This design comes from an exercise in tuning for small area, a short achievable clock period and few clock cycles per item on the open sky130 flow, not from production work.
RTL that was checked went through simulation tests only; none was proved equivalent to the original.
Function not checked in runs 1 to 4 and 7: the RTL went through the layout flow alone.
No activity file was given, so power comes from the tool's default toggle rates.

--- flow/config.mk ---
export PLATFORM = sky130hd
export DESIGN_NAME = two_priority_event_queue
export DESIGN_NICKNAME = two_priority_event_queue
export VERILOG_FILES = /design/flow/design.v
export SDC_FILE = /design/flow/constraint.sdc
export NUM_CORES = 4
export LEC_CHECK = 0
export CAP_MARGIN = 20
export CORE_MARGIN = 2
export CORE_UTILIZATION = 55
export CTS_BUF_LIST = sky130_fd_sc_hd__clkbuf_8
export CTS_CLUSTER_SIZE = 30
export SETUP_SLACK_MARGIN = 2.5
export SLEW_MARGIN = 20
--- flow/constraint.sdc ---
create_clock -name core_clock -period 4.2 [get_ports {clock}]
set_input_delay 0.8400 -clock core_clock [delete_from_list [all_inputs] [get_ports {clock}]]
set_output_delay 0.8400 -clock core_clock [all_outputs]
set_load 0.01 [all_outputs]
--- flow/design.v ---
`timescale 1ns / 1ps
package tpeq_pkg;
   localparam int DEFAULT_QUEUE_DEPTH = 16;
   localparam int ACTION_W   = 2;
   localparam int HANDLER_W  = 16;
   localparam int ARGUMENT_W = 16;
   localparam int ENTRY_W    = HANDLER_W + ARGUMENT_W;
   localparam int TOTAL_W    = 6;
   localparam int REQ_TDATA_W = 32;
   localparam int REQ_TUSER_W = 3;
   localparam int RSP_TDATA_W = 40;
   localparam int RSP_TUSER_W = 4;
   localparam logic [ACTION_W-1:0] ACT_PUSH = 2'd0;
   localparam logic [ACTION_W-1:0] ACT_POP  = 2'd1;
   localparam logic [ACTION_W-1:0] ACT_PEEK = 2'd2;
   typedef struct packed {
      logic accept;
      logic execute;
   } cmd_type;
   typedef struct packed {
      logic rsp_busy;
   } status_type;
endpackage
`timescale 1ns / 1ps
module two_priority_event_queue #(
   parameter int QUEUE_DEPTH = tpeq_pkg::DEFAULT_QUEUE_DEPTH
) (
   input  logic                             clock,
   input  logic                             reset,
   input  logic                             req_tvalid,
   output logic                             req_tready,
   input  logic [tpeq_pkg::REQ_TDATA_W-1:0] req_tdata,
   input  logic [tpeq_pkg::REQ_TUSER_W-1:0] req_tuser,
   output logic                             rsp_tvalid,
   input  logic                             rsp_tready,
   output logic [tpeq_pkg::RSP_TDATA_W-1:0] rsp_tdata,
   output logic [tpeq_pkg::RSP_TUSER_W-1:0] rsp_tuser
);
   localparam int PTR_W = $clog2(QUEUE_DEPTH);
   localparam int CNT_W = $clog2(QUEUE_DEPTH + 1);
   localparam int ENT_W = tpeq_pkg::ENTRY_W;
   localparam int TOT_W = tpeq_pkg::TOTAL_W;
   logic [ENT_W-1:0] high_mem [QUEUE_DEPTH];
   logic [ENT_W-1:0] low_mem  [QUEUE_DEPTH];
   logic [PTR_W-1:0] high_head_ff, high_tail_ff, low_head_ff, low_tail_ff;
   logic [CNT_W-1:0] high_count_ff, low_count_ff;
   logic             rsp_tvalid_ff;
   logic [ENT_W-1:0] rsp_entry_ff;
   logic [TOT_W-1:0] total_ff;
   logic [3:0]       rsp_flags_ff;
   logic       accept;
   logic [1:0] action;
   logic       prio;
   logic       is_push, is_pop, is_read;
   logic       high_full, low_full, high_any, low_any;
   logic       push_ok, push_dropped, pop_ok;
   logic       high_push, low_push, high_pop, low_pop;
   logic       entry_valid, from_high;
   logic [ENT_W-1:0] high_word, low_word, entry_word;
   logic [TOT_W-1:0] total_in;
   assign req_tready = !rsp_tvalid_ff || rsp_tready;
   assign accept     = req_tvalid && req_tready;
   assign action  = req_tuser[1:0];
   assign prio    = req_tuser[2];
   assign is_push = (action == tpeq_pkg::ACT_PUSH);
   assign is_pop  = (action == tpeq_pkg::ACT_POP);
   assign is_read = (action == tpeq_pkg::ACT_POP) || (action == tpeq_pkg::ACT_PEEK);
   assign high_full = high_count_ff[CNT_W-1];
   assign low_full  = low_count_ff[CNT_W-1];
   assign high_any  = (high_count_ff != '0);
   assign low_any   = (low_count_ff != '0);
   assign push_dropped = is_push && (prio ? high_full : low_full);
   assign push_ok      = is_push && !(prio ? high_full : low_full);
   assign pop_ok       = is_pop && (high_any || low_any);
   assign high_push    = accept && push_ok && prio;
   assign low_push     = accept && push_ok && !prio;
   assign high_pop     = accept && is_pop && high_any;
   assign low_pop      = accept && is_pop && !high_any && low_any;
   always_comb begin
      high_word = '0;
      low_word  = '0;
      for (int i = 0; i < QUEUE_DEPTH; i++) begin
         high_word = high_word | ({ENT_W{high_head_ff == PTR_W'(i)}} & high_mem[i]);
         low_word  = low_word  | ({ENT_W{low_head_ff == PTR_W'(i)}} & low_mem[i]);
      end
   end
   assign entry_valid = is_read && (high_any || low_any);
   assign from_high   = is_read && high_any;
   assign entry_word  = high_any ? high_word : low_any ? low_word : '0;
   assign total_in = push_ok ? total_ff + 1'b1 :
                     pop_ok  ? total_ff - 1'b1 : total_ff;
   always_ff @(posedge clock) begin
      for (int i = 0; i < QUEUE_DEPTH; i++) begin
         if (!high_full && high_tail_ff == PTR_W'(i)) high_mem[i] <= req_tdata;
         if (!low_full && low_tail_ff == PTR_W'(i))   low_mem[i]  <= req_tdata;
      end
   end
   always_ff @(posedge clock) begin
      if (reset) begin
         high_head_ff  <= '0;
         high_tail_ff  <= '0;
         high_count_ff <= '0;
         low_head_ff   <= '0;
         low_tail_ff   <= '0;
         low_count_ff  <= '0;
         total_ff      <= '0;
         rsp_tvalid_ff <= 1'b0;
      end else begin
         if (high_push) high_tail_ff <= high_tail_ff + 1'b1;
         if (low_push)  low_tail_ff  <= low_tail_ff + 1'b1;
         if (high_pop)  high_head_ff <= high_head_ff + 1'b1;
         if (low_pop)   low_head_ff  <= low_head_ff + 1'b1;
         if (high_push)     high_count_ff <= high_count_ff + 1'b1;
         else if (high_pop) high_count_ff <= high_count_ff - 1'b1;
         if (low_push)      low_count_ff <= low_count_ff + 1'b1;
         else if (low_pop)  low_count_ff <= low_count_ff - 1'b1;
         if (accept) total_ff <= total_in;
         if (accept) rsp_tvalid_ff <= 1'b1;
         else if (rsp_tready) rsp_tvalid_ff <= 1'b0;
      end
   end
   always_ff @(posedge clock) begin
      if (accept) begin
         rsp_entry_ff <= is_read ? entry_word : '0;
         rsp_flags_ff <= {(total_in == '0), push_dropped, from_high, entry_valid};
      end
   end
   assign rsp_tvalid = rsp_tvalid_ff;
   assign rsp_tdata  = {2'b00, total_ff, rsp_entry_ff};
   assign rsp_tuser  = rsp_flags_ff;
endmodule
--- flow/run.sh ---
#!/bin/bash
# synth_recipe.tcl (not shown) runs the flow's synth.tcl, then flattens the netlist and writes it again
# the make line also repeats each setting of config.mk as NAME=value (left out here)
make -C /OpenROAD-flow-scripts/flow DESIGN_CONFIG=/design/flow/config.mk WORK_HOME=/design/flow/orfs CLKGATE_MAP_FILE= SYNTH_SCRIPT=/design/flow/synth_recipe.tcl finish
==> results of run 1 <==
## power groups by stage
stage | Clock (uW) | Combinational (uW) | Sequential [uW]
finish | 8170 | 1400 | 12200
global placement | 0 | 987 | 12400
floorplan | 0 | 470 | 12400
global route | 8650 | 1460 | 12200
CTS | 8180 | 1190 | 12200
detailed placement | 0 | 1010 | 12400
## registers in the layout (all words and copies together) (netlist names), 5 cells and up
name and count:
low_mem 512, high_mem 512, low_count_ff 5, total_ff 6, rsp_entry_ff 32, high_count_ff 5
## critical path: cells and delay by family (launching register included)
kind	cells	cell delay, ns
compound gates	5	1.03
buf+inv	4	0.64
fa+ha+maj	1	0.19
simple gates	1	0.06
flops	1	0.36
## repair_timing
action / in CTS / in global routing
resized for setup: 514 / 223
pin swaps: 106 / 123
buffers inserted: 179 / 203
cloned: 23 / 22
endpoints found under the setup margin: 1137 / 923
## Yosys cell counts, types with 35 or more instances
cell	instances	area share, %
nand3_1	51	0.61
a22oi_1	157	2.8
nor2_1	66	0.59
a21oi_1	59	0.71
mux2_2	39	1.1
edfxtp_1	1060	76
o21ai_0	76	0.91
and3_1	35	0.52
clkbuf_1	89	0.80
a22o_1	60	1.3
a222oi_1	65	1.6
nand2_1	103	0.93
mux2i_1	57	1.4
a221oi_1	52	1.1
and2_1	42	0.63
buf_2	51	0.61
## per-layer routing
layer | GRT usage [%] | wire [um] | part of all wire [%] | up-vias
met5 | 0 | 23 | 0.015 | -
met4 | 17.0 | 9940 | 6.6 | 4
met3 | 6.46 | 17000 | 11 | 524
met2 | 58.8 | 71000 | 47 | 2244
met1 | 47.6 | 52300 | 35 | 14377
li1 | - | - | - | 11375
## logic make-up after synthesis
kind of cell	Yosys count	share of synthesized area (%)
flops	1093	77.8
compound gates	624	11.3
simple gates	392	4.80
buf+inv	192	2.08
mux	101	2.67
fa+ha+maj	28	0.874
xor+xnor	24	0.503
other cells	1	0.00897
## cell usage in the layout, fill, tap and decap left out, types with 22 or more instances in the layout
master       n
mux2_2      39
buf_4      266
and3_4      28
a22oi_1    142
ha_4        22
buf_12      89
nor2_1      56
o22ai_1     29
nand3_1     47
buf_6       98
nand4_1     24
o21ai_0     55
a222oi_1    65
inv_1       68
and2_4      59
mux2i_1     56
buf_8       23
a22o_1      59
clkinv_1    56
nand2_1     92
a221oi_1    26
buf_2       60
edfxtp_1  1060
clkbuf_8   176
a21oi_1     41
a221oi_2    24
## through the flow
stage	std cells	setup slack, ns	cell area, um^2
3_5_place_dp	3444	0.412	44300
5_1_grt	4187	1.60	53600
3_3_place_gp	3444	0.426	44300
6_report	4189	1.61	53600
2_1_floorplan	2456	0.994	42800
4_1_cts	3960	1.80	50400
## final cells by class
type	count	area [um^2]	share of cell area (%)
sequential	1093	32600	60.8
multi-input combinational	1200	10300	19.2
clock inverter	138	614	1.15
tap	978	1220	2.28
inverter	27	158	0.294
timing repair buffer	573	6310	11.8
antenna	4	10.0	0.0187
clock buffer	176	2420	4.52
## how the worst max path moves through the flow
stage	startpoint	to	slack (ns)	depth (start not counted)
2_1_floorplan	rsp_tready	high_count_ff[4]$_SDFFE_PP0P_	0.99	13
3_3_place_gp	req_tuser[2]	high_count_ff[4]$_SDFFE_PP0P_	0.43	12
3_5_place_dp	req_tuser[2]	high_count_ff[4]$_SDFFE_PP0P_	0.41	12
4_1_cts	low_head_ff[2]$_SDFFE_PP0P_	rsp_entry_ff[24]$_SDFFCE_PP0P_	1.80	7
5_1_grt	high_head_ff[0]$_SDFFE_PP0P_	rsp_entry_ff[19]$_SDFFCE_PP0P_	1.60	11
6_report	high_head_ff[0]$_SDFFE_PP0P_	rsp_entry_ff[19]$_SDFFCE_PP0P_	1.61	11
==> notes.md, run 1 <==
Total Power=21,800 uW; number of detailed-route iterations in the first pass=8; Max Slew Vio Count=0; WL final=150,000 um; Area Growth Syn to Fin=28.2%; crit path kind=flop to flop; Crit-path slowest cell=a211oi_2; Internal=16,600 uW; DIE HEIGHT=280 um; Avg WL per Cell=35.9 um; Final Hold Fails=0; Worst EP arrival=3.13 ns; critical path capture point type=flop; vias per inst=6.81; Netlist cell types=67; core area=75,600 um^2; initial core utilization=55.3%; Power Density=406 nW/um^2; io pins=85; final net count=3,136; first-pass GRT wire length=196,000 um; r2r endpoint=rsp_entry_ff[19]$_SDFFCE_PP0P_; clock skew=0.0317 ns; layout cells sized above 1=35.3%; Clock Path Buffers=3; sequential area share after synthesis=77.8%; Crit path required time=4.74 ns; RSZ-0062 raised after global routing=yes; netlist area before placement=41,800 um^2; WHS Path Cells=3; Syn Inst Count=2,455; die width=280 um; Top FF cell, synth=edfxtp_1; Final ANT Viol Nets=0; crit-path most repeated cell=buf_4; sw power=5130 uW; FF-to-FF setup slack=1.61 ns; total of max-cap violations=0; Total GRT Usage=36.1%; final hold slack=0.498 ns; PortBufs=82; final worst path period share=61.6%; DRT iter0 DRCs=4,737; crit start category=flop; Yosys warnings=3; filler instances=4,842; row count=101; clk sinks=1,093; switching share of power=23.6%; max incr delay on CP=0.40 ns; Rel. slew slack=33.5%; TritonCTS buffer count=174; status=timing/DRC/antenna clean; Worst Max-Slew Pin Slew=0.995 ns; Yosys reg bits=1,093; RD Place Congestion=0.889; Final setup viols=0; vias in the first global route=26.4k; clock latency (worst-skew pair)=0.82 ns; Clock transition at path regs=0.06 ns; CTS tree=built; DP HPWL=71,600 um; initial antenna violation count=5; Hold Path End=rsp_tvalid_ff$_SDFFE_PP0P_; Flop pwr share=56.0%; largest net degree at the start of global routing=49; Die Footprint=78,200 um^2; Max Clk Rate=387 MHz; Synth async-reset ratio=0%; Hold/Removal Path Class=input port to flop; Period minus WS final=2.59 ns; Post-synth EDFFs=1,060; number of H-tree levels=4; global route overflow=0; Layout Utilization=70.9%; via count=28.5k; Peak VDD IR=0.334 mV; worst r2r src=high_head_ff[0]$_SDFFE_PP0P_; crit-path cells=buf_6 > ha_4 > buf_4 > buf_4 > buf_12 > a22oi_1 > nor2_1 > a31oi_1 > o211ai_1 > a211oi_2 > o22ai_1; average cell area after synthesis=17.0 um^2; crit path max fanout=17; Hold Buf Count CTS=0; Comb power frac=6.4%; reg2reg path depth=11; Leakage=0.0183 uW; setup tns final=0 ns; Root Driver=clkbuf_8; Worst Hold Launch=req_tvalid; clock power share=37.5%; Residual DRC=0
==> run 2: changes to the inputs <==
--- a/flow/config.mk
+++ b/flow/config.mk
@@ -7,8 +7,6 @@
 export LEC_CHECK = 0
 export CAP_MARGIN = 20
 export CORE_MARGIN = 2
-export CORE_UTILIZATION = 55
-export CTS_BUF_LIST = sky130_fd_sc_hd__clkbuf_8
-export CTS_CLUSTER_SIZE = 30
+export CORE_UTILIZATION = 40
 export SETUP_SLACK_MARGIN = 2.5
 export SLEW_MARGIN = 20
==> run 2 against run 1 <==
Against the previous run: non-clock buffer count up 37; register-to-register slack improved by 0.14 ns; design area is 3.3% higher; critical path depth fell by 1; largest cell class unchanged; still clean on timing, DRC and antenna; combinational power barely moved; clock-buffer cell count is 37 lower; global-route usage shrank 9.8 points; clock power up 22%; sequential cell count is the same; critical endpoint is now rsp_entry_ff[28]$_SDFFCE_PP0P_; maximum frequency grew 5.7%.
==> notes.md, run 2 <==
status=timing/DRC/antenna clean; Worst Hold Launch=req_tvalid; clock latency (worst-skew pair)=0.68 ns; Area contributors post-synth=edfxtp_1, a22oi_1, dfxtp_1, a222oi_1, mux2i_1; TritonCTS buffer count=110; Total GRT Usage=26.3%; WL final=153,000 um; crit start category=flop; count leader, synth=edfxtp_1; die width=327 um; post-placement worst setup slack=0.434 ns; Avg WL per Cell=33.9 um; Residual DRC=0; Critical Path Source=high_head_ff[0]$_SDFFE_PP0P_; Hold Buf Count CTS=0; initial core utilization=40.4%; vias in the first global route=26.3k; most common cell after layout, fill and taps aside=edfxtp_1; Rel. slew slack=28.7%; Final Hold Fails=0; Area Growth Syn to Fin=32.5%; Yosys warnings=3; number of detailed-route iterations in the first pass=9; Clock Path Buffers=3; Crit path required time=4.60 ns; sw power=5170 uW; clock skew=0.0329 ns; clock power share=42.2%; average cell area after synthesis=17.0 um^2; crit path buf inv count=3; Final setup viols=0; Max Clk Rate=409 MHz; ANT cells=0; Flop pwr share=51.7%; Root Driver=clkbuf_16; Peak VDD IR=0.317 mV; Power Density=426 nW/um^2; Leakage=0.0186 uW; final net count=3,101; Netlist cell types=67; via count=28.4k; worst r2r src=high_head_ff[0]$_SDFFE_PP0P_; final worst path period share=58.2%; RSZ-0062 raised after global routing=yes; top cells by count, synth=edfxtp_1, a22oi_1, nand2_1; clk sinks=1,093; Worst Max-Slew Pin Slew=1.07 ns; Comb power frac=6.1%; crit path kind=flop to flop; Top delay family on crit path=compound AO/OA/AOI/OAI gates; Hold/Removal Path Class=input port to flop; PortBufs=82; crit path max fanout=6; sequential area share after synthesis=77.8%; DRT iter0 DRCs=5,178; setup tns final=0 ns; Period minus WS final=2.45 ns; RD Place Congestion=0.825; Yosys reg bits=1,093; vias per inst=6.29; Clock transition at path regs=0.06 ns; CTS tree=built; largest net degree at the start of global routing=41; cell taking the most area after synthesis=edfxtp_1; total of max-cap violations=0; biggest regs=high_mem: 512 flops, low_mem: 512 flops, rsp_entry_ff: 32 flops; commonest cells after routing, fill and taps aside=edfxtp_1, buf_4, a22oi_1; number of H-tree levels=3; crit-path cells=inv_4 > ha_4 > buf_8 > buf_6 > a222oi_1 > nor3_1 > a221oi_2 > o221ai_2 > a21oi_4 > o22ai_4; core area=103,000 um^2; Die Footprint=107,000 um^2; Worst EP arrival=2.85 ns; Max Slew Vio Count=0; share of Yosys cell area claimed by the top area cell type=76.2%; Synth async-reset ratio=0%; Final WS setup=1.75 ns; Top FF cell, synth=edfxtp_1; DIE HEIGHT=327 um; row count=118; switching share of power=21.9%; critical path capture point type=flop; DP HPWL=74,000 um; Internal=18,400 uW; io pins=85; Post-synth EDFFs=1,060; netlist area before placement=41,800 um^2; max incr delay on CP=0.38 ns; Final ANT Viol Nets=0; global route overflow=0; first-pass GRT wire length=200,000 um; layout cells sized above 1=38.2%; Crit-path slowest cell=dfxtp_4; initial antenna violation count=1; Syn Inst Count=2,455
-- run 2: cell families after synthesis --
| kind of cell | synth area share [%] |
|---|---|
| AO/OA/AOI/OAI | 11.3 |
| XOR/XNOR | 0.503 |
| adder cells (fa/ha/maj) | 0.874 |
| buffers and inverters | 2.08 |
| flip-flops | 77.8 |
| multiplexers | 2.67 |
| other | 0.00897 |
| AND/OR/NAND/NOR | 4.80 |
-- run 2: power groups by stage --
| stage | clock network, uW | logic, uW | registers (uW) |
|---|---|---|---|
| floorplan | 0 | 470 | 12400 |
| global placement | 0 | 1010 | 12400 |
| detailed placement | 0 | 1030 | 12400 |
| CTS | 9970 | 1210 | 12200 |
| global route | 10400 | 1490 | 12200 |
| finish | 9950 | 1430 | 12200 |
-- run 2: metrics by stage --
stage | cell area, um^2 | utilization (%) | power [uW] | cells | hold slack (ns)
2_1_floorplan | 42800 | - | 12900 | 2456 | 0.495
4_1_cts | 52400 | 50.6 | 23400 | 4311 | 0.594
6_report | 55400 | 53.5 | 23600 | 4508 | 0.503
3_5_place_dp | 44900 | 43.4 | 13500 | 3854 | 0.541
5_1_grt | 55400 | 53.5 | 24100 | 4508 | 0.517
3_3_place_gp | 44900 | 43.4 | 13400 | 3853 | 0.507
-- run 2: layout make-up --
type / count / area (um^2)
Timing Repair Buffer: 610 / 6640
Clock inverter: 67 / 722
Inverter: 27 / 149
Tap cell: 1380 / 1730
Multi-Input combinational cell: 1192 / 10600
Clock buffer: 139 / 2930
Sequential cell: 1093 / 32600
Fill cell: 7941 / 48100
-- run 2: what timing repair did --
item	CTS	global route
setup buffers	229	169
setup endpoints to repair	1981	657
cloned	22	28
pin swaps	136	179
resized for setup	647	249
-- run 2: worst reg2reg max path, delay by kind of cell, from the launching register on --
family,cells,cell delay (ns)
compound gates,5,1.12
flops,1,0.38
buf+inv,3,0.34
fa+ha+maj,1,0.21
simple gates,1,0.13
-- run 2: final timing paths --
| kind | endpoint | slack [ns] | cells after the start |
|---|---|---|---|
| min reg2reg | low_count_ff[3]$_SDFFE_PP0P_ | 0.62 | 2 |
| max | rsp_entry_ff[28]$_SDFFCE_PP0P_ | 1.75 | 10 |
| min | rsp_tvalid_ff$_SDFFE_PP0P_ | 0.50 | 3 |
| max reg2reg | rsp_entry_ff[28]$_SDFFCE_PP0P_ | 1.75 | 10 |
-- run 2: per-layer routing --
metal,vias up,track usage [%],wire length (um)
met1,14403,34.6,53200
met4,0,11.8,9240
met2,2243,42.2,71500
met3,427,5.66,19000
met5,-,0.266,0
li1,11301,-,-
==> run 3: changes to the inputs <==
--- a/flow/design.v
+++ b/flow/design.v
@@ -56,7 +56,6 @@
    logic       push_ok, push_dropped, pop_ok;
    logic       high_push, low_push, high_pop, low_pop;
    logic       entry_valid, from_high;
-   logic [ENT_W-1:0] high_word, low_word, entry_word;
    logic [TOT_W-1:0] total_in;
    assign req_tready = !rsp_tvalid_ff || rsp_tready;
    assign accept     = req_tvalid && req_tready;
@@ -76,17 +75,29 @@
    assign low_push     = accept && push_ok && !prio;
    assign high_pop     = accept && is_pop && high_any;
    assign low_pop      = accept && is_pop && !high_any && low_any;
+   logic [2*QUEUE_DEPTH-1:0] head_sel;
+   logic [ENT_W-1:0]         entry_word;
    always_comb begin
-      high_word = '0;
-      low_word  = '0;
       for (int i = 0; i < QUEUE_DEPTH; i++) begin
-         high_word = high_word | ({ENT_W{high_head_ff == PTR_W'(i)}} & high_mem[i]);
-         low_word  = low_word  | ({ENT_W{low_head_ff == PTR_W'(i)}} & low_mem[i]);
+         head_sel[i]               = high_any && (high_head_ff == PTR_W'(i));
+         head_sel[QUEUE_DEPTH + i] = !high_any && low_any && (low_head_ff == PTR_W'(i));
       end
+   end
+   for (genvar b = 0; b < ENT_W; b++) begin : g_rd
+      logic [2*QUEUE_DEPTH-1:0] column;
+      for (genvar i = 0; i < QUEUE_DEPTH; i++) begin : g_col
+         assign column[i]               = high_mem[i][b];
+         assign column[QUEUE_DEPTH + i] = low_mem[i][b];
+      end
+      tpeq_read_bit #(.N(2*QUEUE_DEPTH)) u_rd (
+         .sel  (head_sel),
+         .data (column),
+         .en   (is_read),
+         .bit_o(entry_word[b])
+      );
    end
    assign entry_valid = is_read && (high_any || low_any);
    assign from_high   = is_read && high_any;
-   assign entry_word  = high_any ? high_word : low_any ? low_word : '0;
    assign total_in = push_ok ? total_ff + 1'b1 :
                      pop_ok  ? total_ff - 1'b1 : total_ff;
    always_ff @(posedge clock) begin
@@ -121,7 +132,7 @@
    end
    always_ff @(posedge clock) begin
       if (accept) begin
-         rsp_entry_ff <= is_read ? entry_word : '0;
+         rsp_entry_ff <= entry_word;
          rsp_flags_ff <= {(total_in == '0), push_dropped, from_high, entry_valid};
       end
    end
@@ -129,3 +140,32 @@
    assign rsp_tdata  = {2'b00, total_ff, rsp_entry_ff};
    assign rsp_tuser  = rsp_flags_ff;
 endmodule
+module tpeq_read_bit #(
+   parameter int N = 32
+) (
+   input  logic [N-1:0] sel,
+   input  logic [N-1:0] data,
+   input  logic         en,
+   output logic         bit_o
+);
+   localparam int G = (N + 2) / 3;
+   logic [3*G-1:0] s_ext, d_ext;
+   logic [G-1:0]   none;
+   assign s_ext = (3*G)'(sel);
+   assign d_ext = (3*G)'(data);
+   for (genvar g = 0; g < G; g++) begin : g_aoi
+      tpeq_aoi222 u_aoi (
+         .a1(s_ext[3*g]),   .a2(d_ext[3*g]),
+         .b1(s_ext[3*g+1]), .b2(d_ext[3*g+1]),
+         .c1(s_ext[3*g+2]), .c2(d_ext[3*g+2]),
+         .y (none[g])
+      );
+   end
+   assign bit_o = en && !(&none);
+endmodule
+module tpeq_aoi222 (
+   input  logic a1, a2, b1, b2, c1, c2,
+   output logic y
+);
+   assign y = !((a1 && a2) || (b1 && b2) || (c1 && c2));
+endmodule
--- a/flow/config.mk
+++ b/flow/config.mk
@@ -8,5 +8,6 @@
 export CAP_MARGIN = 20
 export CORE_MARGIN = 2
 export CORE_UTILIZATION = 40
-export SETUP_SLACK_MARGIN = 2.5
+export SETUP_SLACK_MARGIN = 2.0
 export SLEW_MARGIN = 20
+export SYNTH_HIERARCHICAL = 1
==> run 3 against run 2 <==
Against the previous run: clock-buffer cell count shrank 2; synthesized cell count fell by 22%; sequential share of layout area rose by 11 points; highest routed layer is now met5; die area shrank 6.7%; via count fell by 20%; global-route usage shrank 3.7 points; routed wire length fell by 24%; core utilization down 5.0 points; critical path depth fell by 2; sequential cell count is the same.
==> notes.md, run 3 <==
Area contributors post-synth=edfxtp_1, a222oi_1, dfxtp_1, nand4_1, ha_1; crit start category=flop; Total GRT Usage=22.7%; clock latency (worst-skew pair)=0.69 ns; filler instances=7,826; DIE HEIGHT=316 um; status=timing/DRC/antenna clean; main combinational cell family by area after synthesis=compound AO/OA/AOI/OAI gates; crit-path cells=or4_4 > or2_4 > nand2_8 > nor2_4 > and2_4 > a222oi_1 > nand4_1 > o31a_1; top cells by count, synth=edfxtp_1, a222oi_1, nand4_1; Yosys reg bits=1,093; number of detailed-route iterations in the first pass=9; Power Density=475 nW/um^2; via count=22.8k; crit path max fanout=8; Synth async-reset ratio=0%; initial antenna violation count=2; post-synthesis adder-cell area fraction=0.938%; Top delay family on crit path=simple AND/OR/NAND/NOR gates; XOR/XNOR Fraction of Synth Area=0.585%; row count=114; global route overflow=0; Max Slew Vio Count=0; setup tns final=0 ns; Peak VDD IR=0.343 mV; first-pass GRT wire length=160,000 um; sequential area share after synthesis=83.4%; average cell area after synthesis=20.4 um^2; largest net degree at the start of global routing=41; Yosys warnings=9; RSZ-0062 raised after global routing=yes; max incr delay on CP=0.53 ns; Residual DRC=0; Final Hold Fails=0; number of H-tree levels=3; layout cells sized above 1=19.9%; Final ANT Viol Nets=0; Synth Area in Compound Gates=10.4%; TritonCTS buffer count=107; share of Yosys cell area claimed by the top area cell type=81.7%; ANT cells=0; clk sinks=1,093; most common cell after layout, fill and taps aside=edfxtp_1; critical path capture point type=flop; final net count=2,360; io pins=85; crit path buf inv count=0; Top FF cell, synth=edfxtp_1; Crit-path slowest cell=or4_4; cell taking the most area after synthesis=edfxtp_1; DP HPWL=59,900 um; Comb power frac=4.9%; Period minus WS final=2.98 ns; count leader, synth=edfxtp_1; final worst path period share=70.9%; Crit path required time=4.63 ns; Post-synth EDFFs=1,060; commonest cells after routing, fill and taps aside=edfxtp_1, a222oi_1, clkbuf_16; Clock Path Buffers=3; Hold/Removal Path Class=flop to flop; crit path kind=flop to flop; Internal=17,500 uW; PortBufs=82; Clock transition at path regs=0.06 ns; initial core utilization=40.3%; biggest regs=high_mem: 512 flops, low_mem: 512 flops, rsp_entry_ff: 32 flops; Max Clk Rate=336 MHz; total of max-cap violations=0; netlist area before placement=39,000 um^2; WL final=116,000 um; Cell Count, Final, Fillers Out=3,648; mux cell area share after synthesis=0.206%; sw power=4750 uW; Root Driver=clkbuf_16; vias per inst=6.26; clock power share=40.3%; Worst Max-Slew Pin Slew=1.12 ns; die width=316 um; Hold Buf Count CTS=0; Post-Synth Simple-Gate Area=3.72%; Syn Inst Count=1,914; switching share of power=21.3%; Flop pwr share=54.9%; Avg WL per Cell=31.7 um; Area Growth Syn to Fin=20.2%; Final setup viols=0; DRT iter0 DRCs=4,390; Rel. slew slack=25.0%; RD Place Congestion=0.777; Leakage=0.0150 uW; clock skew=0.0374 ns; placed cells=3,360; Die Footprint=99,900 um^2; vias in the first global route=22.4k; Netlist cell types=47; CTS tree=built; core area=96,600 um^2; Worst EP arrival=3.41 ns
## run 3: cell families (layout without fill, tap and decap cells)
kind of cell    Yosys count  after routing
simple gates            269            290
buf+inv                  39            443
compound gates          418            418
mux                       8              8
xor+xnor                 26             26
fa+ha+maj                28             28
other cells              33             66
flops                  1093           1093
## run 3: metal layers
layer,GRT usage (%),wire length [um],vias up
met5,0,27,-
met4,8.20,4880,4
met3,4.87,14600,233
met2,34.8,51500,1549
met1,32.1,44700,11675
li1,-,-,9366
## run 3: cell type report
type | count | area (um^2) | area share [%]
well taps | 1276 | 1600 | 3.41
clock buffers | 137 | 2810 | 6.00
flip-flops and latches | 1093 | 32500 | 69.5
repair buffers | 233 | 2120 | 4.52
inverters | 22 | 90.1 | 0.192
multi-input cells | 836 | 7230 | 15.4
clock inverters | 51 | 458 | 0.978
## run 3: through the flow
step                      utilization, %  setup slack [ns]  hold WS [ns]  cell area (um^2)  power [uW]
after global routing                48.5              1.17         0.536             46800       22800
after detailed placement            44.0             0.444         0.503             42500       13400
after global placement              44.0             0.382         0.505             42500       13400
after CTS                           48.1              1.29         0.511             46500       22300
final                               48.5              1.22         0.514             46800       22200
after floorplan                        -             0.920         0.482             39400       12900
## run 3: worst paths after layout
check / depth (start not counted) / slack (ns) / start / to
worst max-delay path: 8 / 1.22 / high_count_ff[2]$_SDFFE_PP0P_ / rsp_entry_ff[11]$_DFFE_PN_
worst min-delay path: 2 / 0.51 / high_tail_ff[1]$_SDFFE_PP0P_ / high_tail_ff[1]$_SDFFE_PP0P_
worst max register to register: 8 / 1.22 / high_count_ff[2]$_SDFFE_PP0P_ / rsp_entry_ff[11]$_DFFE_PN_
worst min register to register: 2 / 0.51 / high_tail_ff[1]$_SDFFE_PP0P_ / high_tail_ff[1]$_SDFFE_PP0P_
## run 3: repair_timing
action                                  4_1_cts  5_1_grt
pin swaps                                   101      105
gates cloned                                 16        5
gates resized for setup                     255       63
endpoints found under the setup margin      420      231
buffers inserted                             58       21
## run 3: worst register-to-register path, cell delays in order, from the launching register on
cell and delay (ns):
dfxtp_4 0.34, or4_4 0.53, or2_4 0.33, nand2_8 0.13, nor2_4 0.11, and2_4 0.30, a222oi_1 0.44, nand4_1 0.21
o31a_1 0.35
## run 3: modules after synthesis, one instance, submodules excluded, excerpt
module,times used,cells inside,flip-flops and latches
two_priority_event_queue,1,1402,1093
tpeq_aoi222,352,1,0
## run 3: power by group through the flow
stage | clock (uW) | sequential, uW | combinational (uW)
finish | 8950 | 12200 | 1080
global route | 9470 | 12200 | 1150
CTS | 9050 | 12200 | 1030
detailed placement | 0 | 12400 | 995
global placement | 0 | 12400 | 973
floorplan | 0 | 12400 | 448
==> run 4: changes to the inputs <==
--- a/flow/config.mk
+++ b/flow/config.mk
@@ -8,6 +8,5 @@
 export CAP_MARGIN = 20
 export CORE_MARGIN = 2
 export CORE_UTILIZATION = 40
-export SETUP_SLACK_MARGIN = 2.0
 export SLEW_MARGIN = 20
 export SYNTH_HIERARCHICAL = 1
==> run 4 against run 3 <==
Against the previous run: still clean; sequential power hardly changed; combinational power hardly changed; register-to-register slack worse by 0.75 ns; sequential share of layout area is 1.4 points higher; die area stayed put; via count is 3.5% lower; synthesized cell count stayed put; first-iteration DRC count is 3.4% lower; critical path depth is 1 higher; critical path type unchanged; critical endpoint is now rsp_entry_ff[26]$_DFFE_PN_; largest power group unchanged.
==> notes.md, run 4 <==
Root Driver=clkbuf_16; Clock transition at path regs=0.06 ns; Peak VDD IR=0.384 mV; Leakage=0.0145 uW; Hold/Removal Path Class=flop to flop; Crit-path slowest cell=or4_4; post-CTS sizing=0; CTS tree=built; crit path kind=flop to flop; Period minus WS final=3.73 ns; crit start category=flop; FF-to-FF setup slack=0.47 ns; Area contributors post-synth=edfxtp_1, a222oi_1, dfxtp_1, nand4_1, ha_1; Netlist cell types=47; io pins=85; Final Hold Fails=0; Final setup viols=0; first-pass GRT wire length=155,000 um; final worst path period share=88.8%; DIE HEIGHT=316 um; vias in the first global route=21.8k; sequential area share after synthesis=83.4%; max incr delay on CP=0.56 ns; vias per inst=6.19; Worst Max-Slew Pin Slew=1.18 ns; Crit path required time=4.61 ns; crit path max fanout=19; Max Clk Rate=268 MHz; number of H-tree levels=3; Worst EP arrival=4.14 ns; Critical Path Source=high_count_ff[1]$_SDFFE_PP0P_; average cell area after synthesis=20.4 um^2; Area Growth Syn to Fin=17.7%; Yosys warnings=9; Worst Hold Launch=high_tail_ff[1]$_SDFFE_PP0P_; most common cell after layout, fill and taps aside=edfxtp_1; Yosys reg bits=1,093; total of max-cap violations=0; Layout Utilization=47.5%; commonest cells after routing, fill and taps aside=edfxtp_1, a222oi_1, clkbuf_16; count leader, synth=edfxtp_1; netlist area before placement=39,000 um^2; r2r endpoint=rsp_entry_ff[26]$_DFFE_PN_; final net count=2,256; Post-synth EDFFs=1,060; initial core utilization=40.3%; cell taking the most area after synthesis=edfxtp_1; crit path to=rsp_entry_ff[26]$_DFFE_PN_; initial antenna violation count=6; Syn Inst Count=1,914; Die Footprint=99,900 um^2; clock skew=0.0196 ns; Total GRT Usage=21.8%; share of Yosys cell area claimed by the top area cell type=81.7%; status=timing/DRC/antenna clean; die width=316 um; row count=114; Post-CTS Setup Inserts=0; biggest regs=high_mem: 512 flops, low_mem: 512 flops, rsp_entry_ff: 32 flops; RSZ-0062 raised after global routing=no; DP HPWL=62,500 um; clk sinks=1,093; critical path capture point type=flop; Rel. slew slack=21.5%; crit-path cells=or4_4 > or2_0 > nand2_1 > nor2_1 > and2_1 > buf_4 > a222oi_1 > nand4_1 > o31a_1; Top FF cell, synth=edfxtp_1; clock latency (worst-skew pair)=0.67 ns; Max Slew Vio Count=0; Power Density=498 nW/um^2; filler instances=7,935; DRT iter0 DRCs=4,242; WL final=110,000 um; Hold Buf Count CTS=0; core area=96,600 um^2; largest net degree at the start of global routing=41; reg2reg path depth=9; Synth async-reset ratio=0%; worst r2r src=high_count_ff[1]$_SDFFE_PP0P_; TritonCTS buffer count=108; Clock Path Buffers=3; setup tns final=0 ns; RD Place Congestion=0.789; global route overflow=0; Residual DRC=0; number of detailed-route iterations in the first pass=6; PortBufs=82; Avg WL per Cell=31.0 um; via count=22.0k; layout cells sized above 1=13.5%; top cells by count, synth=edfxtp_1, a222oi_1, nand4_1; Final ANT Viol Nets=0
==> run 4: cell counts after synthesis <==
Identical to the previous run, type by type.
==> run 4: per-layer routing <==
| layer | global-route usage [%] | share of wire (%) | vias up |
|---|---|---|---|
| li1 | - | - | 9144 |
| met1 | 30.3 | 39 | 11399 |
| met2 | 35.0 | 48 | 1324 |
| met3 | 4.23 | 10 | 146 |
| met4 | 6.92 | 2.7 | 4 |
| met5 | 0 | 0.019 | - |
==> run 4: worst min path at each step <==
stage / endpoint / slack [ns] / depth (start not counted)
after floorplan: high_tail_ff[1]$_SDFFE_PP0P_ / 0.48 / 2
after global placement: high_tail_ff[1]$_SDFFE_PP0P_ / 0.51 / 2
after CTS: high_tail_ff[1]$_SDFFE_PP0P_ / 0.51 / 2
after global routing: high_tail_ff[1]$_SDFFE_PP0P_ / 0.57 / 2
final: high_tail_ff[1]$_SDFFE_PP0P_ / 0.51 / 2
after detailed placement: high_tail_ff[1]$_SDFFE_PP0P_ / 0.50 / 2
==> run 4: kinds of logic after synthesis <==
family,synth area share (%)
adder cells (fa/ha/maj),0.938
AO/OA/AOI/OAI,10.4
flip-flops,83.4
AND/OR/NAND/NOR,3.72
buffers and inverters,0.440
XOR/XNOR,0.585
multiplexers,0.206
other,0.318
==> run 4: modules after synthesis, one instance, submodules excluded, a selection <==
module	cell area (um^2)	times used
two_priority_event_queue	34500	1
tpeq_aoi222	10.0	352
==> run 4: cell type report <==
cell class              count  area (um^2)  area share, %
flip-flops and latches   1093        32500           70.8
well taps                1276         1600           3.48
multi-input cells         815         6650           14.5
inverters                  22         82.6          0.180
repair buffers            149         1480           3.22
clock inverters            77          746           1.63
clock buffers             125         2810           6.13
diodes                      2         5.00         0.0109
==> run 4: through the flow <==
step	hold slack [ns]	setup WS (ns)	instances	power, uW	area (um^2)
2_1_floorplan	0.482	0.313	1947	12800	39100
3_3_place_gp	0.505	0.449	3353	13500	42300
3_5_place_dp	0.500	0.486	3353	13500	42300
4_1_cts	0.509	0.491	3555	23000	45900
5_1_grt	0.570	0.313	3559	23500	45900
6_report	0.506	0.471	3559	22900	45900
==> run 4: critical path: cells and delay by family (launching register included) <==
family                 cells  cell delay, ns
flip-flops                 1            0.36
buffers and inverters      1            0.42
AO/OA/AOI/OAI              2            0.75
AND/OR/NAND/NOR            6            1.94
==> run 4: power by group <==
part	internal [uW]	total, uW	switching [uW]
logic	345	1050	706
clock network	5550	9610	4060
registers	12100	12200	77.5
==> run 5: changes to the inputs <==
--- a/flow/design.v
+++ b/flow/design.v
@@ -42,8 +42,11 @@
    localparam int TOT_W = tpeq_pkg::TOTAL_W;
    logic [ENT_W-1:0] high_mem [QUEUE_DEPTH];
    logic [ENT_W-1:0] low_mem  [QUEUE_DEPTH];
-   logic [PTR_W-1:0] high_head_ff, high_tail_ff, low_head_ff, low_tail_ff;
-   logic [CNT_W-1:0] high_count_ff, low_count_ff;
+   logic [QUEUE_DEPTH-1:0] high_head_ff, low_head_ff;    
+   logic [PTR_W-1:0]       high_tail_ff, low_tail_ff;
+   logic [CNT_W-1:0]       high_count_ff, low_count_ff;
+   logic                   high_any_ff;                   
+   logic                   low_sel_ff;                    
    logic             rsp_tvalid_ff;
    logic [ENT_W-1:0] rsp_entry_ff;
    logic [TOT_W-1:0] total_ff;
@@ -52,11 +55,14 @@
    logic [1:0] action;
    logic       prio;
    logic       is_push, is_pop, is_read;
-   logic       high_full, low_full, high_any, low_any;
+   logic       high_full, low_full, high_one, low_one;
    logic       push_ok, push_dropped, pop_ok;
    logic       high_push, low_push, high_pop, low_pop;
+   logic       high_any_in, low_any_in;
    logic       entry_valid, from_high;
    logic [TOT_W-1:0] total_in;
+   logic [2*QUEUE_DEPTH-1:0] head_sel;
+   logic [ENT_W-1:0]         entry_word;
    assign req_tready = !rsp_tvalid_ff || rsp_tready;
    assign accept     = req_tvalid && req_tready;
    assign action  = req_tuser[1:0];
@@ -66,23 +72,19 @@
    assign is_read = (action == tpeq_pkg::ACT_POP) || (action == tpeq_pkg::ACT_PEEK);
    assign high_full = high_count_ff[CNT_W-1];
    assign low_full  = low_count_ff[CNT_W-1];
-   assign high_any  = (high_count_ff != '0);
-   assign low_any   = (low_count_ff != '0);
+   assign high_one  = (high_count_ff == CNT_W'(1));
+   assign low_one   = (low_count_ff == CNT_W'(1));
    assign push_dropped = is_push && (prio ? high_full : low_full);
    assign push_ok      = is_push && !(prio ? high_full : low_full);
-   assign pop_ok       = is_pop && (high_any || low_any);
+   assign pop_ok       = is_pop && (high_any_ff || low_sel_ff);
    assign high_push    = accept && push_ok && prio;
    assign low_push     = accept && push_ok && !prio;
-   assign high_pop     = accept && is_pop && high_any;
-   assign low_pop      = accept && is_pop && !high_any && low_any;
-   logic [2*QUEUE_DEPTH-1:0] head_sel;
-   logic [ENT_W-1:0]         entry_word;
-   always_comb begin
-      for (int i = 0; i < QUEUE_DEPTH; i++) begin
-         head_sel[i]               = high_any && (high_head_ff == PTR_W'(i));
-         head_sel[QUEUE_DEPTH + i] = !high_any && low_any && (low_head_ff == PTR_W'(i));
-      end
-   end
+   assign high_pop     = accept && is_pop && high_any_ff;
+   assign low_pop      = accept && is_pop && low_sel_ff;
+   assign high_any_in = high_push || (high_any_ff && !(high_pop && high_one));
+   assign low_any_in  = low_push || ((low_count_ff != '0) && !(low_pop && low_one));
+   assign head_sel = {low_head_ff & {QUEUE_DEPTH{low_sel_ff}},
+                      high_head_ff & {QUEUE_DEPTH{high_any_ff}}};
    for (genvar b = 0; b < ENT_W; b++) begin : g_rd
       logic [2*QUEUE_DEPTH-1:0] column;
       for (genvar i = 0; i < QUEUE_DEPTH; i++) begin : g_col
@@ -96,8 +98,8 @@
          .bit_o(entry_word[b])
       );
    end
-   assign entry_valid = is_read && (high_any || low_any);
-   assign from_high   = is_read && high_any;
+   assign entry_valid = is_read && (high_any_ff || low_sel_ff);
+   assign from_high   = is_read && high_any_ff;
    assign total_in = push_ok ? total_ff + 1'b1 :
                      pop_ok  ? total_ff - 1'b1 : total_ff;
    always_ff @(posedge clock) begin
@@ -108,23 +110,27 @@
    end
    always_ff @(posedge clock) begin
       if (reset) begin
-         high_head_ff  <= '0;
+         high_head_ff  <= QUEUE_DEPTH'(1);
+         low_head_ff   <= QUEUE_DEPTH'(1);
          high_tail_ff  <= '0;
+         low_tail_ff   <= '0;
          high_count_ff <= '0;
-         low_head_ff   <= '0;
-         low_tail_ff   <= '0;
          low_count_ff  <= '0;
+         high_any_ff   <= 1'b0;
+         low_sel_ff    <= 1'b0;
          total_ff      <= '0;
          rsp_tvalid_ff <= 1'b0;
       end else begin
          if (high_push) high_tail_ff <= high_tail_ff + 1'b1;
          if (low_push)  low_tail_ff  <= low_tail_ff + 1'b1;
-         if (high_pop)  high_head_ff <= high_head_ff + 1'b1;
-         if (low_pop)   low_head_ff  <= low_head_ff + 1'b1;
+         if (high_pop)  high_head_ff <= {high_head_ff[QUEUE_DEPTH-2:0], high_head_ff[QUEUE_DEPTH-1]};
+         if (low_pop)   low_head_ff  <= {low_head_ff[QUEUE_DEPTH-2:0], low_head_ff[QUEUE_DEPTH-1]};
          if (high_push)     high_count_ff <= high_count_ff + 1'b1;
          else if (high_pop) high_count_ff <= high_count_ff - 1'b1;
          if (low_push)      low_count_ff <= low_count_ff + 1'b1;
          else if (low_pop)  low_count_ff <= low_count_ff - 1'b1;
+         high_any_ff <= high_any_in;
+         low_sel_ff  <= !high_any_in && low_any_in;
          if (accept) total_ff <= total_in;
          if (accept) rsp_tvalid_ff <= 1'b1;
          else if (rsp_tready) rsp_tvalid_ff <= 1'b0;
--- a/flow/config.mk
+++ b/flow/config.mk
@@ -7,6 +7,7 @@
 export LEC_CHECK = 0
 export CAP_MARGIN = 20
 export CORE_MARGIN = 2
-export CORE_UTILIZATION = 40
+export CORE_UTILIZATION = 60
+export SETUP_SLACK_MARGIN = 2.1
 export SLEW_MARGIN = 20
 export SYNTH_HIERARCHICAL = 1
==> run 5 against run 4 <==
Against the previous run: worst hold slack got worse by 0.044 ns; area after synthesis rose by 2.0%; die area fell by 32%; first-iteration DRC count rose by 23%; non-clock buffer count rose by 124; sequential power barely moved; maximum frequency rose by 67%; combinational power fell by 48%; sequential share of layout area fell by 1.9 points; global-route usage rose by 14 points.
==> notes.md, run 5 <==
Peak VDD IR=0.347 mV; first-pass GRT wire length=167,000 um; GR Util met2=55.4%; Total Power=22,500 uW; Final Hold Fails=0; met1 Use GR=48.9%; io pins=85; RD Place Congestion=0.821; Top delay family on crit path=flip-flops; setup tns final=0 ns; DIE HEIGHT=261 um; CTS tree=built; crit path kind=flop to output pin; via count=24.3k; GRT busiest layer=met2; M3 GR Usage=8.62%; placed cells=3,039; initial core utilization=60.5%; crit-path cells=buf_2; Power Density=469 nW/um^2; final worst path period share=53.1%; Worst Hold Launch=low_head_ff[11]$_SDFFE_PP0P_; netlist area before placement=39,700 um^2; Max Clk Rate=448 MHz; Rel. slew slack=22.3%; Yosys reg bits=1,119; Yosys warnings=9; crit start category=flop; Crit-path slowest cell=edfxtp_1; Hold Buf Count CTS=0; Post-synth EDFFs=1,060; Total GRT Usage=35.6%; Clock transition at path regs=0.06 ns; vias per inst=7.24; number of H-tree levels=3; DRT iter0 DRCs=5,234; Netlist cell types=55; number of detailed-route iterations in the first pass=9; die width=261 um; vias in the first global route=23.0k; Synth async-reset ratio=0%; biggest regs=high_mem: 512 flops, low_mem: 512 flops, rsp_entry_ff: 32 flops; Final ANT Viol Nets=0; Die Footprint=68,300 um^2; Final setup viols=0; total of max-cap violations=0; commonest cells after routing, fill and taps aside=edfxtp_1, a222oi_1, clkbuf_16; critical path capture point type=output pin; Cell Count, Final, Fillers Out=3,357; Area contributors post-synth=edfxtp_1, a222oi_1, dfxtp_1, nand4_1, o31a_1; Critical Path Source=rsp_entry_ff[27]$_DFFE_PN_; sequential area share after synthesis=83.1%; crit path buf inv count=1; post-placement worst setup slack=0.721 ns; most common cell after layout, fill and taps aside=edfxtp_1; count leader, synth=edfxtp_1; PortBufs=82; worst r2r src=low_sel_ff$_SDFF_PP0_; Final WS setup=1.97 ns; Clock Path Buffers=3; status=timing/DRC/antenna clean; Leakage=0.0157 uW; Top FF cell, synth=edfxtp_1; Root Driver=clkbuf_16; Area Growth Syn to Fin=20.6%; RSZ-0062 raised after global routing=yes; largest net degree at the start of global routing=44; row count=94; global route overflow=0; Syn Inst Count=2,011; WL final=125,000 um; final net count=2,461; clk sinks=1,119; Avg WL per Cell=37.4 um; initial antenna violation count=3; clock latency (worst-skew pair)=0.67 ns; Crit path required time=3.36 ns; layout cells sized above 1=20.3%; Worst Max-Slew Pin Slew=1.16 ns; Worst EP arrival=1.39 ns; share of Yosys cell area claimed by the top area cell type=80.1%; core area=65,600 um^2; clock skew=0.0261 ns; Residual DRC=0; crit path max fanout=2; top cells by count, synth=edfxtp_1, a222oi_1, nand2_1; TritonCTS buffer count=106; max incr delay on CP=0.53 ns; DP HPWL=60,900 um; Hold/Removal Path Class=flop to flop; cell taking the most area after synthesis=edfxtp_1; average cell area after synthesis=19.8 um^2; Max Slew Vio Count=0; Period minus WS final=2.23 ns
run 5: changes by cell type in the layout (fill, tap and decap cells not counted), moves of 24 or more:
cell / before / now
clkdlybuf4s50_1: 65 / 21
buf_6: 0 / 37
and2_4: 5 / 29
a21oi_1: 11 / 40
nand2_1: 24 / 70
buf_4: 48 / 102
run 5: modules after synthesis, one instance, submodules excluded, excerpt:
| module | area (um^2) | times used | cells inside | flops+latches |
|---|---|---|---|---|
| two_priority_event_queue | 35200 | 1 | 1499 | 1119 |
| tpeq_aoi222 | 10.0 | 352 | 1 | 0 |
run 5: report_power, final:
group	internal (uW)	switching (uW)	total (uW)
clock	5560	4020	9580
combinational	166	376	541
sequential	12300	51.7	12400
total	18000	4450	22500
run 5: path summary, 6_finish.rpt:
check | end | slack, ns | depth (start not counted)
worst min-delay path | low_head_ff[12]$_SDFFE_PP0P_ | 0.46 | 2
worst min register to register | low_head_ff[12]$_SDFFE_PP0P_ | 0.46 | 2
worst max-delay path | rsp_tdata[27] | 1.97 | 1
worst max register to register | rsp_entry_ff[17]$_DFFE_PN_ | 1.99 | 5
run 5: kinds of logic (layout without fill, tap and decap cells):
| group | after synthesis | count (layout) | synth area share, % |
|---|---|---|---|
| AND/OR/NAND/NOR | 320 | 328 | 4.36 |
| buffers and inverters | 47 | 484 | 0.504 |
| adder cells (fa/ha/maj) | 18 | 18 | 0.567 |
| flip-flops | 1119 | 1119 | 83.1 |
| other | 33 | 70 | 0.312 |
| AO/OA/AOI/OAI | 447 | 447 | 10.5 |
| XOR/XNOR | 12 | 12 | 0.265 |
| multiplexers | 15 | 15 | 0.435 |
run 5: worst reg2reg max path, cell delays in order, from the launching register on:
cell and delay (ns):
dfxtp_4 0.39, and2_1 0.19, buf_12 0.16, a222oi_1 0.69
nand4_1 0.21, o31a_1 0.34
run 5: layout make-up:
class	instances	area, um^2
timing repair inverter	1	5.00
inverter	17	67.6
clock buffer	128	2780
timing repair buffer	273	3150
multi-input combinational	886	7100
sequential	1119	33100
clock inverter	65	691
antenna	4	10.0
fill	3946	17700
tap	864	1080
run 5: metal layers:
metal / vias to the layer above / wire length, um / part of all wire, %
met1: 12278 / 44000 / 35
met5: - / 54 / 0.043
met2: 1973 / 57700 / 46
li1: 9734 / - / -
met3: 305 / 18000 / 14
met4: 2 / 5630 / 4.5
run 5: stage by stage:
step | hold slack, ns | instance area (um^2) | util, %
5_1_grt | 0.484 | 47900 | 73.0
4_1_cts | 0.466 | 47200 | 71.9
3_3_place_gp | 0.448 | 42400 | 64.7
3_5_place_dp | 0.457 | 42500 | 64.7
2_1_floorplan | 0.440 | 40000 | -
6_report | 0.462 | 47900 | 73.0
run 5: repair_timing:
action	CTS	global route
buffers inserted	61	26
gates cloned	17	16
pin swaps	117	134
endpoints found under the setup margin	685	369
gates resized for setup	339	61
Testbench counts of run 5, summed over its fixed seeds: cycles 24,008, items 24,000.
==> run 6: changes to the inputs <==
--- a/flow/config.mk
+++ b/flow/config.mk
@@ -7,7 +7,7 @@
 export LEC_CHECK = 0
 export CAP_MARGIN = 20
 export CORE_MARGIN = 2
-export CORE_UTILIZATION = 60
-export SETUP_SLACK_MARGIN = 2.1
+export CORE_UTILIZATION = 40
+export SETUP_SLACK_MARGIN = 2.0
 export SLEW_MARGIN = 20
 export SYNTH_HIERARCHICAL = 1
==> run 6 against run 5 <==
Against the previous run: still clean; register-to-register slack got worse by 0.10 ns; worst hold slack got worse by 0.0038 ns; clock power decreased by 2%; largest cell class unchanged.
==> notes.md, run 6 <==
Yosys reg bits=1,119; layout cells sized above 1=18.2%; clock skew=0.0450 ns; Leakage=0.0153 uW; first-pass GRT wire length=168,000 um; via count=23.7k; commonest cells after routing, fill and taps aside=edfxtp_1, a222oi_1, clkbuf_16; Netlist cell types=55; RSZ-0062 raised after global routing=yes; top cells by count, synth=edfxtp_1, a222oi_1, nand2_1; filler instances=8,044; Area contributors post-synth=edfxtp_1, a222oi_1, dfxtp_1, nand4_1, o31a_1; worst r2r src=low_sel_ff$_SDFF_PP0_; number of detailed-route iterations in the first pass=8; CTS tree=built; Crit path required time=4.60 ns; status=timing/DRC/antenna clean; reg2reg path depth=6; Top FF cell, synth=edfxtp_1; core area=98,400 um^2; DRT iter0 DRCs=5,000; Power Density=469 nW/um^2; Worst Max-Slew Pin Slew=1.14 ns; crit path max fanout=6; Clock transition at path regs=0.06 ns; Syn Inst Count=2,011; Clock Path Buffers=3; sequential area share after synthesis=83.1%; DP HPWL=60,800 um; Period minus WS final=2.31 ns; PortBufs=82; crit path kind=flop to flop; Area Growth Syn to Fin=19.8%; Die Footprint=102,000 um^2; Avg WL per Cell=33.8 um; average cell area after synthesis=19.8 um^2; FF-to-FF setup slack=1.89 ns; row count=115; DRT met1 WL=46,900 um; RD Place Congestion=0.780; cell taking the most area after synthesis=edfxtp_1; critical path capture point type=flop; netlist area before placement=39,700 um^2; Residual DRC=0; Hold/Removal Path Class=flop to flop; final hold slack=0.458 ns; Final ANT Viol Nets=0; clock latency (worst-skew pair)=0.70 ns; die width=319 um; Root Driver=clkbuf_16; share of Yosys cell area claimed by the top area cell type=80.1%; Total GRT Usage=23.5%; clk sinks=1,119; most common cell after layout, fill and taps aside=edfxtp_1; total of max-cap violations=0; DIE HEIGHT=319 um; setup tns final=0 ns; r2r endpoint=rsp_entry_ff[4]$_DFFE_PN_; biggest regs=high_mem: 512 flops, low_mem: 512 flops, rsp_entry_ff: 32 flops; Final setup viols=0; final worst path period share=55.1%; TritonCTS buffer count=109; vias in the first global route=22.7k; Peak VDD IR=0.313 mV; count leader, synth=edfxtp_1; met2 routed WL=56,300 um; largest net degree at the start of global routing=34; Max Slew Vio Count=0; Hold Path End=high_head_ff[6]$_SDFFE_PP0P_; WL final=126,000 um; number of H-tree levels=3; wire length on met3=18,200 um; Worst Hold Launch=high_head_ff[5]$_SDFFE_PP0P_; Rel. slew slack=23.4%; Max Clk Rate=432 MHz; crit start category=flop; vias per inst=6.35; global route overflow=0; Final Hold Fails=0; io pins=85; Yosys warnings=9; initial antenna violation count=5; highest metal used=met4; Worst EP arrival=2.71 ns; Total Power=22,300 uW; initial core utilization=40.4%; Post-synth EDFFs=1,060; WHS Path Cells=2; Synth async-reset ratio=0%; final net count=2,411
## run 6: through the flow
stage / utilization, % / setup slack (ns) / cell area, um^2 / cells
floorplan: - / 1.45 / 40000 / 2044
global placement: 43.6 / 0.825 / 42900 / 3448
detailed placement: 43.6 / 0.731 / 42900 / 3448
CTS: 47.9 / 1.59 / 47100 / 3696
global route: 48.3 / 1.84 / 47600 / 3727
finish: 48.4 / 1.89 / 47600 / 3730
## run 6: per-module statistics from Yosys (local to each module, per instance), excerpt
module / area, um^2 / cells inside / flops+latches
tpeq_aoi222: 10.0 / 1 / 0
two_priority_event_queue: 35200 / 1499 / 1119
## run 6: critical path: stages, from the launching register on
cell	delay, ns
dfxtp_4	0.37
and2_4	0.18
buf_6	0.14
clkbuf_16	0.16
a222oi_1	0.36
nand4_1	0.38
o31a_1	0.41
## run 6: what timing repair did
item	CTS	global route
hold buffers	0	0
gates resized for setup	266	64
gates cloned	16	11
setup endpoints to repair	527	226
setup buffers	36	19
pin swaps	74	80
## run 6: kinds of logic (layout without fill, tap and decap cells)
kind of cell	Yosys count	after routing	synth area share, %
buffers and inverters	47	430	0.504
AOI/OAI and AO/OA	447	447	10.5
and+or+nand+nor	320	332	4.36
xor gates and xnor gates	12	12	0.265
other	33	70	0.312
DFF	1119	1119	83.1
adders and majority gates	18	18	0.567
muxes	15	15	0.435
## run 6: metal layers
| layer | GRT usage (%) | up-vias |
|---|---|---|
| li1 | - | 9611 |
| met1 | 32.7 | 12055 |
| met2 | 35.3 | 1773 |
| met3 | 6.14 | 241 |
| met4 | 9.17 | 0 |
| met5 | 0 | - |
## run 6: worst max path at each step
stage	depth (start not counted)	startpoint	slack [ns]	endpoint
after floorplan	3	low_tail_ff[2]$_SDFFE_PP0P_	1.45	low_mem[12][0]$_DFFE_PP_
after detailed placement	6	req_tuser[2]	0.73	low_count_ff[4]$_SDFFE_PP0P_
after global routing	5	low_sel_ff$_SDFF_PP0_	1.84	rsp_entry_ff[6]$_DFFE_PN_
after CTS	3	rsp_tready	1.59	req_tready
final	6	low_sel_ff$_SDFF_PP0_	1.89	rsp_entry_ff[4]$_DFFE_PN_
after global placement	6	req_tuser[2]	0.83	low_count_ff[4]$_SDFFE_PP0P_
## run 6: cell type report
type,count,area (um^2),share of cell area [%]
timing repair buffer,217,2320,4.88
clock inverter,59,554,1.16
inverter,17,67.6,0.142
multi-input combinational,890,7110,14.9
antenna,4,10.0,0.0210
clock buffer,137,2880,6.04
tap,1287,1610,3.38
sequential,1119,33000,69.4
## run 6: power breakdown
group / internal [uW] / switching, uW
Sequential: 12300 / 51.2
Clock: 5330 / 4100
Combinational: 149 / 385
==> run 7: changes to the inputs <==
--- a/flow/design.v
+++ b/flow/design.v
@@ -61,6 +61,7 @@
    logic       high_any_in, low_any_in;
    logic       entry_valid, from_high;
    logic [TOT_W-1:0] total_in;
+   logic             all_empty;
    logic [2*QUEUE_DEPTH-1:0] head_sel;
    logic [ENT_W-1:0]         entry_word;
    assign req_tready = !rsp_tvalid_ff || rsp_tready;
@@ -102,6 +103,7 @@
    assign from_high   = is_read && high_any_ff;
    assign total_in = push_ok ? total_ff + 1'b1 :
                      pop_ok  ? total_ff - 1'b1 : total_ff;
+   assign all_empty = !push_ok && (pop_ok ? (total_ff == TOT_W'(1)) : (total_ff == '0));
    always_ff @(posedge clock) begin
       for (int i = 0; i < QUEUE_DEPTH; i++) begin
          if (!high_full && high_tail_ff == PTR_W'(i)) high_mem[i] <= req_tdata;
@@ -139,7 +141,7 @@
    always_ff @(posedge clock) begin
       if (accept) begin
          rsp_entry_ff <= entry_word;
-         rsp_flags_ff <= {(total_in == '0), push_dropped, from_high, entry_valid};
+         rsp_flags_ff <= {all_empty, push_dropped, from_high, entry_valid};
       end
    end
    assign rsp_tvalid = rsp_tvalid_ff;
@@ -154,18 +156,26 @@
    input  logic         en,
    output logic         bit_o
 );
-   localparam int G = (N + 2) / 3;
-   logic [3*G-1:0] s_ext, d_ext;
-   logic [G-1:0]   none;
-   assign s_ext = (3*G)'(sel);
-   assign d_ext = (3*G)'(data);
-   for (genvar g = 0; g < G; g++) begin : g_aoi
+   localparam int G3 = N / 3;
+   localparam int R  = N - 3 * G3;
+   localparam int G  = G3 + ((R != 0) ? 1 : 0);
+   logic [G-1:0] none;
+   for (genvar g = 0; g < G3; g++) begin : g_aoi
       tpeq_aoi222 u_aoi (
-         .a1(s_ext[3*g]),   .a2(d_ext[3*g]),
-         .b1(s_ext[3*g+1]), .b2(d_ext[3*g+1]),
-         .c1(s_ext[3*g+2]), .c2(d_ext[3*g+2]),
+         .a1(sel[3*g]),   .a2(data[3*g]),
+         .b1(sel[3*g+1]), .b2(data[3*g+1]),
+         .c1(sel[3*g+2]), .c2(data[3*g+2]),
          .y (none[g])
       );
+   end
+   if (R == 2) begin : g_r2
+      tpeq_aoi22 u_aoi (
+         .a1(sel[N-2]), .a2(data[N-2]),
+         .b1(sel[N-1]), .b2(data[N-1]),
+         .y (none[G-1])
+      );
+   end else if (R == 1) begin : g_r1
+      assign none[G-1] = !(sel[N-1] && data[N-1]);
    end
    assign bit_o = en && !(&none);
 endmodule
@@ -175,3 +185,9 @@
 );
    assign y = !((a1 && a2) || (b1 && b2) || (c1 && c2));
 endmodule
+module tpeq_aoi22 (
+   input  logic a1, a2, b1, b2,
+   output logic y
+);
+   assign y = !((a1 && a2) || (b1 && b2));
+endmodule
--- a/flow/config.mk
+++ b/flow/config.mk
@@ -7,7 +7,9 @@
 export LEC_CHECK = 0
 export CAP_MARGIN = 20
 export CORE_MARGIN = 2
-export CORE_UTILIZATION = 40
-export SETUP_SLACK_MARGIN = 2.0
+export CORE_UTILIZATION = 60
+export CTS_CLUSTER_DIAMETER = 100
+export CTS_CLUSTER_SIZE = 28
+export SETUP_SLACK_MARGIN = 2.1
 export SLEW_MARGIN = 20
 export SYNTH_HIERARCHICAL = 1
==> run 7 against run 6 <==
Against the previous run: critical path type unchanged; critical endpoint is now rsp_entry_ff[16]$_DFFE_PP_; clock-buffer cell count fell by 83; worst setup slack improved by 0.012 ns; total power fell by 19%.
==> notes.md, run 7 <==
status=timing/DRC/antenna clean; PortBufs=82; Rel. slew slack=25.0%; crit-path cells=buf_12 > and2_4 > buf_12 > buf_12 > a222oi_1 > nand4_1 > o31a_1; Yosys reg bits=1,119; total of max-cap violations=0; Period minus WS final=2.30 ns; cell taking the most area after synthesis=edfxtp_1; top cells by count, synth=edfxtp_1, a222oi_1, nand2_1; Total GRT Usage=36.2%; initial core utilization=60.4%; crit path buf inv count=3; Final setup viols=0; vias per inst=7.51; sequential area share after synthesis=83.4%; RD Place Congestion=0.820; row count=94; Leakage=0.0138 uW; Hold Buf Count CTS=0; Flop pwr share=68.3%; TritonCTS buffer count=45; met1 Use GR=50.8%; Power Density=408 nW/um^2; CTS tree=built; Final ANT Viol Nets=0; M3 GR Usage=9.14%; filler instances=4,248; Worst EP arrival=2.70 ns; Max Slew Vio Count=0; Netlist cell types=53; most common cell after layout, fill and taps aside=edfxtp_1; DIE HEIGHT=261 um; Crit-path slowest cell=dfxtp_4; Die Footprint=68,100 um^2; clk sinks=1,119; Yosys warnings=9; clock power share=29.2%; crit-path most repeated cell=buf_12; number of H-tree levels=2; GRT busiest layer=met2; critical path capture point type=flop; max incr delay on CP=0.41 ns; sw power=3570 uW; global route overflow=0; Synth async-reset ratio=0%; clock skew=0.0314 ns; Area contributors post-synth=edfxtp_1, a222oi_1, dfxtp_1, nand4_1, a22oi_2; average cell area after synthesis=20.1 um^2; setup tns final=0 ns; final hold slack=0.477 ns; Total Power=18,100 uW; count leader, synth=edfxtp_1; WL final=125,000 um; Clock Path Buffers=3; first-pass GRT wire length=166,000 um; Crit path required time=4.59 ns; netlist area before placement=39,600 um^2; crit path max fanout=7; final worst path period share=54.8%; initial antenna violation count=8; Top FF cell, synth=edfxtp_1; final net count=2,264; Top delay family on crit path=compound AO/OA/AOI/OAI gates; Peak VDD IR=0.415 mV; crit start category=flop; biggest regs=high_mem: 512 flops, low_mem: 512 flops, rsp_entry_ff: 32 flops; clock latency (worst-skew pair)=0.66 ns; Area Growth Syn to Fin=11.7%; GR Util met2=55.1%; crit path kind=flop to flop; vias in the first global route=21.6k; DRT iter0 DRCs=5,120; Worst Max-Slew Pin Slew=1.12 ns; switching share of power=19.8%; number of detailed-route iterations in the first pass=6; layout cells sized above 1=16.8%; die width=261 um; via count=23.2k; DP HPWL=59,400 um; Avg WL per Cell=40.6 um; RSZ-0062 raised after global routing=yes; commonest cells after routing, fill and taps aside=edfxtp_1, a222oi_1, nand2_1; core area=65,500 um^2; Root Driver=clkbuf_16; Max Clk Rate=434 MHz; Residual DRC=0; Syn Inst Count=1,967; Internal=14,500 uW; Clock transition at path regs=0.11 ns; Comb power frac=2.6%; Finished Cell Area=44,200 um^2; Final Hold Fails=0; share of Yosys cell area claimed by the top area cell type=80.4%; Post-synth EDFFs=1,060; Hold/Removal Path Class=flop to flop; largest net degree at the start of global routing=61; io pins=85; dpl cell area=41,800 um^2
==> run 7: cell types whose count changed in the layout (fill, tap and decap cells not counted), sizes merged, moves of 17 or more <==
cell and change:
conb -64, a22oi +31, a222oi -32, clkinv -48, and2 +30, clkbuf -93
nor2 -17
==> run 7: worst paths after layout <==
| kind | from | to | slack (ns) | cells after the start |
|---|---|---|---|---|
| setup / recovery | low_sel_ff$_SDFF_PP0_ | rsp_entry_ff[16]$_DFFE_PP_ | 1.90 | 7 |
| hold / removal | high_head_ff[1]$_SDFFE_PP0P_ | high_head_ff[2]$_SDFFE_PP0P_ | 0.48 | 2 |
| setup reg to reg | low_sel_ff$_SDFF_PP0_ | rsp_entry_ff[16]$_DFFE_PP_ | 1.90 | 7 |
| hold reg to reg | high_head_ff[1]$_SDFFE_PP0P_ | high_head_ff[2]$_SDFFE_PP0P_ | 0.48 | 2 |
==> run 7: worst reg2reg max path, stage by stage (launching register included) <==
cell,delay (ns)
dfxtp_4,0.41
buf_12,0.16
and2_4,0.21
buf_12,0.15
buf_12,0.14
a222oi_1,0.36
nand4_1,0.25
o31a_1,0.36
==> run 7: per-stage QoR <==
stage	setup slack (ns)	utilization, %	std cells
after floorplan	1.66	-	1968
after CTS	1.83	67.3	3065
after global placement	1.04	63.9	2935
after detailed placement	0.973	63.9	2935
final	1.90	67.5	3085
after global routing	1.91	67.5	3079
==> run 7: routing by layer <==
layer  up-vias  part of all wire [%]
li1       9247                     -
met3       280                    14
met1     11845                    36
met2      1781                    46
met5         -                  0.14
met4        10                   4.2
==> run 7: modules after synthesis, one instance, submodules excluded, excerpt <==
| module | cell area, um^2 | times used |
|---|---|---|
| tpeq_aoi22 | 12.5 | 32 |
| tpeq_aoi222 | 10.0 | 320 |
| two_priority_event_queue | 35100 | 1 |
==> run 7: repair_timing <==
item | CTS | global route
gates resized for setup | 325 | 35
gates cloned | 29 | 5
pin swaps | 118 | 105
setup buffers | 45 | 7
endpoints found under the setup margin | 607 | 209
==> run 7: layout make-up <==
cell class                 count  area (um^2)  area share [%]
antenna                        7         17.5          0.0396
timing repair buffer         188         1860            4.21
tap                          864         1080            2.45
inverter                      15         65.1           0.147
clock buffer                  54         1200            2.72
sequential                  1119        33000            74.7
multi-input combinational    836         6910            15.6
clock inverter                 2         26.3          0.0594
==> run 7: power groups by stage <==
stage | clock network [uW] | registers [uW] | logic (uW)
2_1_floorplan | 0 | 12600 | 124
3_5_place_dp | 0 | 12600 | 425
5_1_grt | 5590 | 12300 | 488
4_1_cts | 5260 | 12300 | 453
6_report | 5260 | 12300 | 464
3_3_place_gp | 0 | 12600 | 409
==> run 7: cell families (layout without fill, tap and decap cells) <==
kind of cell,Yosys count,after routing,synth area share [%]
flops,1119,1119,83.4
compound gates,448,448,10.8
simple gates,320,349,4.35
buf+inv,42,259,0.471
fa+ha+maj,20,20,0.632
xor+xnor,13,13,0.288
mux,4,4,0.104
other cells,1,9,0.00947

re-timing with driven ports:
In the flow no input, the clock included, has a driving cell. The finished layouts below were timed again as built, in two steps. Step 1 sets driving cells, clkbuf_16 on the clock port and buf_2 on the other inputs (assumed; they add their load-dependent delay and slew). Step 2 adds t to the input delays and takes it off the output delays; t is the mean of the earliest and latest rising clock arrival at the registers after step 1. Input paths then give back, and output paths get back, about the clock's delay inside the block. a / b / c = ideal / step 1 / step 2; a / b = the first two.
run	t (ns)	setup slack, ns	hold slack, ns	worst setup path after step 2
run 1	0.877	1.613 / 1.613 / 1.002	0.498 / 0.453 / 0.555	input to register
run 2	0.730	1.754 / 1.754 / 1.097	0.503 / 0.464 / 0.623	input to register
run 3	0.740	1.222 / 1.222 / 1.068	0.514 / 0.514 / 0.514	input to register
run 4	0.731	0.471 / 0.471 / 0.471	0.506 / 0.506 / 0.506	register to register
run 5	0.723	1.970 / 1.902 / 1.411	0.462 / 0.462 / 0.462	input to register
run 6	0.751	1.886 / 1.872 / 1.309	0.458 / 0.458 / 0.458	input to register
run 7	0.707	1.897 / 1.897 / 1.421	0.477 / 0.477 / 0.477	input to register
After both steps every run listed still meets setup and hold. The setup slack of run 2, which loses most, moves by 0.000 ns with the drivers and by -0.657 ns with both steps.
